This is an optimization exercise on Yosys and OpenROAD, whose aim is small area, a short achievable clock period and few clock cycles per item, not a production implementation.
Only simulation tests tie the RTL to the original design; equivalence was not proved.
Power figures rest on the tool's default switching activity, not on a simulated workload.

== lane 1 ==
## div_top
module div_top
(
  input  logic        CLK,
  input  logic        RST_N,
  input  logic        in_valid,
  output logic        in_ready,
  input  logic [31:0] in_a,
  input  logic [31:0] in_b,
  input  logic [1:0]  in_op,
  output logic        r_valid,
  input  logic        r_ready,
  output logic [31:0] r_data
);
  logic        recirc;
  logic [31:0] result;
  logic        s0_valid;
  logic        s0_done;
  logic [0:0] s0_rem;
  logic [31:0] s0_dq;
  logic [31:0] s0_divisor;
  logic        s0_neg;
  logic        s0_take_rem;
  logic        s1_valid;
  logic        s1_done;
  logic [2:0] s1_rem;
  logic [31:0] s1_dq;
  logic [31:0] s1_divisor;
  logic        s1_neg;
  logic        s1_take_rem;
  logic        s2_valid;
  logic        s2_done;
  logic [4:0] s2_rem;
  logic [31:0] s2_dq;
  logic [31:0] s2_divisor;
  logic        s2_neg;
  logic        s2_take_rem;
  logic        s3_valid;
  logic        s3_done;
  logic [5:0] s3_rem;
  logic [31:0] s3_dq;
  logic [31:0] s3_divisor;
  logic        s3_neg;
  logic        s3_take_rem;
  logic        s4_valid;
  logic        s4_done;
  logic [6:0] s4_rem;
  logic [31:0] s4_dq;
  logic [31:0] s4_divisor;
  logic        s4_neg;
  logic        s4_take_rem;
  logic        s5_valid;
  logic        s5_done;
  logic [7:0] s5_rem;
  logic [31:0] s5_dq;
  logic [31:0] s5_divisor;
  logic        s5_neg;
  logic        s5_take_rem;
  logic        s6_valid;
  logic        s6_done;
  logic [8:0] s6_rem;
  logic [31:0] s6_dq;
  logic [31:0] s6_divisor;
  logic        s6_neg;
  logic        s6_take_rem;
  logic        s7_valid;
  logic        s7_done;
  logic [9:0] s7_rem;
  logic [31:0] s7_dq;
  logic [31:0] s7_divisor;
  logic        s7_neg;
  logic        s7_take_rem;
  logic        s8_valid;
  logic        s8_done;
  logic [10:0] s8_rem;
  logic [31:0] s8_dq;
  logic [31:0] s8_divisor;
  logic        s8_neg;
  logic        s8_take_rem;
  logic        s9_valid;
  logic        s9_done;
  logic [11:0] s9_rem;
  logic [31:0] s9_dq;
  logic [31:0] s9_divisor;
  logic        s9_neg;
  ...
Settings: LEC_CHECK=0, CAP_MARGIN=20, CORE_MARGIN=2, CORE_UTILIZATION=40, CTS_CLUSTER_DIAMETER=100, CTS_CLUSTER_SIZE=32, SETUP_SLACK_MARGIN=3.4, SLEW_MARGIN=20; clock period 7.0 ns.
run.sh (not shown) runs the stock make flow with config.mk's settings and CLKGATE_MAP_FILE= SYNTH_SCRIPT=/design/flow/synth_recipe.tcl, a recipe that flattens the netlist after the stock synthesis.
Testbench counts of lane 1, summed over its fixed seeds: cycles 9,848, items 9,600.
> inputs changed (lane 1 -> lane 2)
- SETUP_SLACK_MARGIN: 3.4 -> 3.6
==> comparison <==
The setup slack in lane 2 sits 150 ps above the value recorded for lane 1. Re post-detailed-route wirelength per cell: lane 1 and lane 2 aren't equal, and the lower value belongs to lane 1. Lane 1 ended up with in_a[9] as its startpoint of the worst setup timing path; lane 2 ended up with u_stage25.next_dq[31]$_DFF_P_. Taking lane 1 as the reference point, the critical path depth of lane 2 rises by 6. Met3 global-route usage in lane 2 vs lane 1: up 0.31 points. Looking at category of the critical setup timing path, the in2reg result is from lane 1; the reg2reg one comes from lane 2. ~same global-route usage in lane 1 and lane 2.


## before
div_top again, from the RTL that the note above started with.
==> flow/config.mk <==
export PLATFORM = sky130hd
export DESIGN_NAME = div_top
export DESIGN_NICKNAME = div_top
export VERILOG_FILES = /design/flow/design.v
export SDC_FILE = /design/flow/constraint.sdc
export NUM_CORES = 4
export LEC_CHECK = 0
export CAP_MARGIN = 5
export CORE_MARGIN = 2
export CORE_UTILIZATION = 40
export CTS_CLUSTER_DIAMETER = 100
export CTS_CLUSTER_SIZE = 28
export SETUP_SLACK_MARGIN = 3.6
export SLEW_MARGIN = 5
==> flow/constraint.sdc <==
create_clock -name core_clock -period 7.0 [get_ports {CLK}]
set_input_delay 1.4000 -clock core_clock [delete_from_list [all_inputs] [get_ports {CLK}]]
set_output_delay 1.4000 -clock core_clock [all_outputs]
set_load 0.01 [all_outputs]
Testbench counts of before, summed over its fixed seeds: cycles 9,848, items 9,600.
Here is what was changed in the inputs of after compared with before.
- CTS_CLUSTER_SIZE changed from 28 to 32
- SETUP_SLACK_MARGIN changed from 3.6 to 3.5
- before: PASS, flow complete, no timing, DRC or antenna violations
- after finished end to end and its layout was clean on timing, DRC and antenna.
- The run showing the smaller layout-stage area growth over the synthesis result is after.
- In the flow results for after and before, the portion of total power attributed to combinational logic is smaller on after.
- Diff before -> after | via count | decrease of about 0.66%
- A end point of the critical path of u_stage26.next_rem[27] is what before shows, while u_operand_prep.slot_divisor[27] belongs to after.
- Looking at worst setup path startpoint, the u_stage28.next_rem[10] result is from after; the u_stage25.next_dq[31] one comes from before.
- Between after and before, the count of instances resized after the clock tree is built is higher for before.
- after does better than before on leakage power.
- Taking before as the reference, in after met2 usage lower; cell depth of the worst setup path went down.
- Comparing before with after, the area occupied by registers came out essentially unchanged.


div_top again, from the RTL that the note above started with.
Settings: LEC_CHECK=0, CAP_MARGIN=20, CORE_MARGIN=2, CORE_UTILIZATION=40, CTS_CLUSTER_DIAMETER=100, CTS_CLUSTER_SIZE=32, SETUP_SLACK_MARGIN=3.8, SLEW_MARGIN=20, TNS_END_PERCENT=10; clock period 7.0 ns.
The baseline finished clean.
Testbench counts at the start, summed over its fixed seeds: cycles 9,848, items 9,600.
Edit:
Settings changed: SETUP_SLACK_MARGIN 3.8 to 3.7, TNS_END_PERCENT 10 to not set.
=>
- power drops by about 0.46%
- cell area climbs by about 0.9%
- critical path depth is higher by 6
- count of clock-buffer cells in the layout drops by 2

[afterwards: timing with drivers on the ports]
Ports are ideal in the flow. The routed layouts listed here were re-timed in OpenROAD.
Step 1: set_driving_cell puts a clkbuf_16 on CLK and a buf_2 on each other input, an assumption about the parent block.
Step 2, shift: input delay + t, output delay - t, t = (earliest + latest rising clock arrival at the registers) / 2. This alone moves slack from input paths to output paths.
Three values: ideal, step 1, step 2; two values: the first two.
run	t (ns)	slack for setup (ns)	slew at the worst register clock pin (ns)
lane 1	0.858	3.425 / 3.473 / 2.615	0.12 / 0.12
lane 2	0.853	3.575 / 3.575 / 2.837	0.12 / 0.12
before	0.865	3.648 / 3.627 / 2.866	0.11 / 0.11
after	0.855	3.505 / 3.505 / 2.742	0.12 / 0.12
the first run of note 3	0.853	3.464 / 3.464 / 2.739	0.12 / 0.12
the second run of note 3	0.834	3.599 / 3.599 / 2.962	0.13 / 0.13
After both steps setup and hold are still met in every run listed. For lane 1, which loses most, drivers alone change the setup slack by +0.048 ns; drivers and shift together by -0.810 ns.
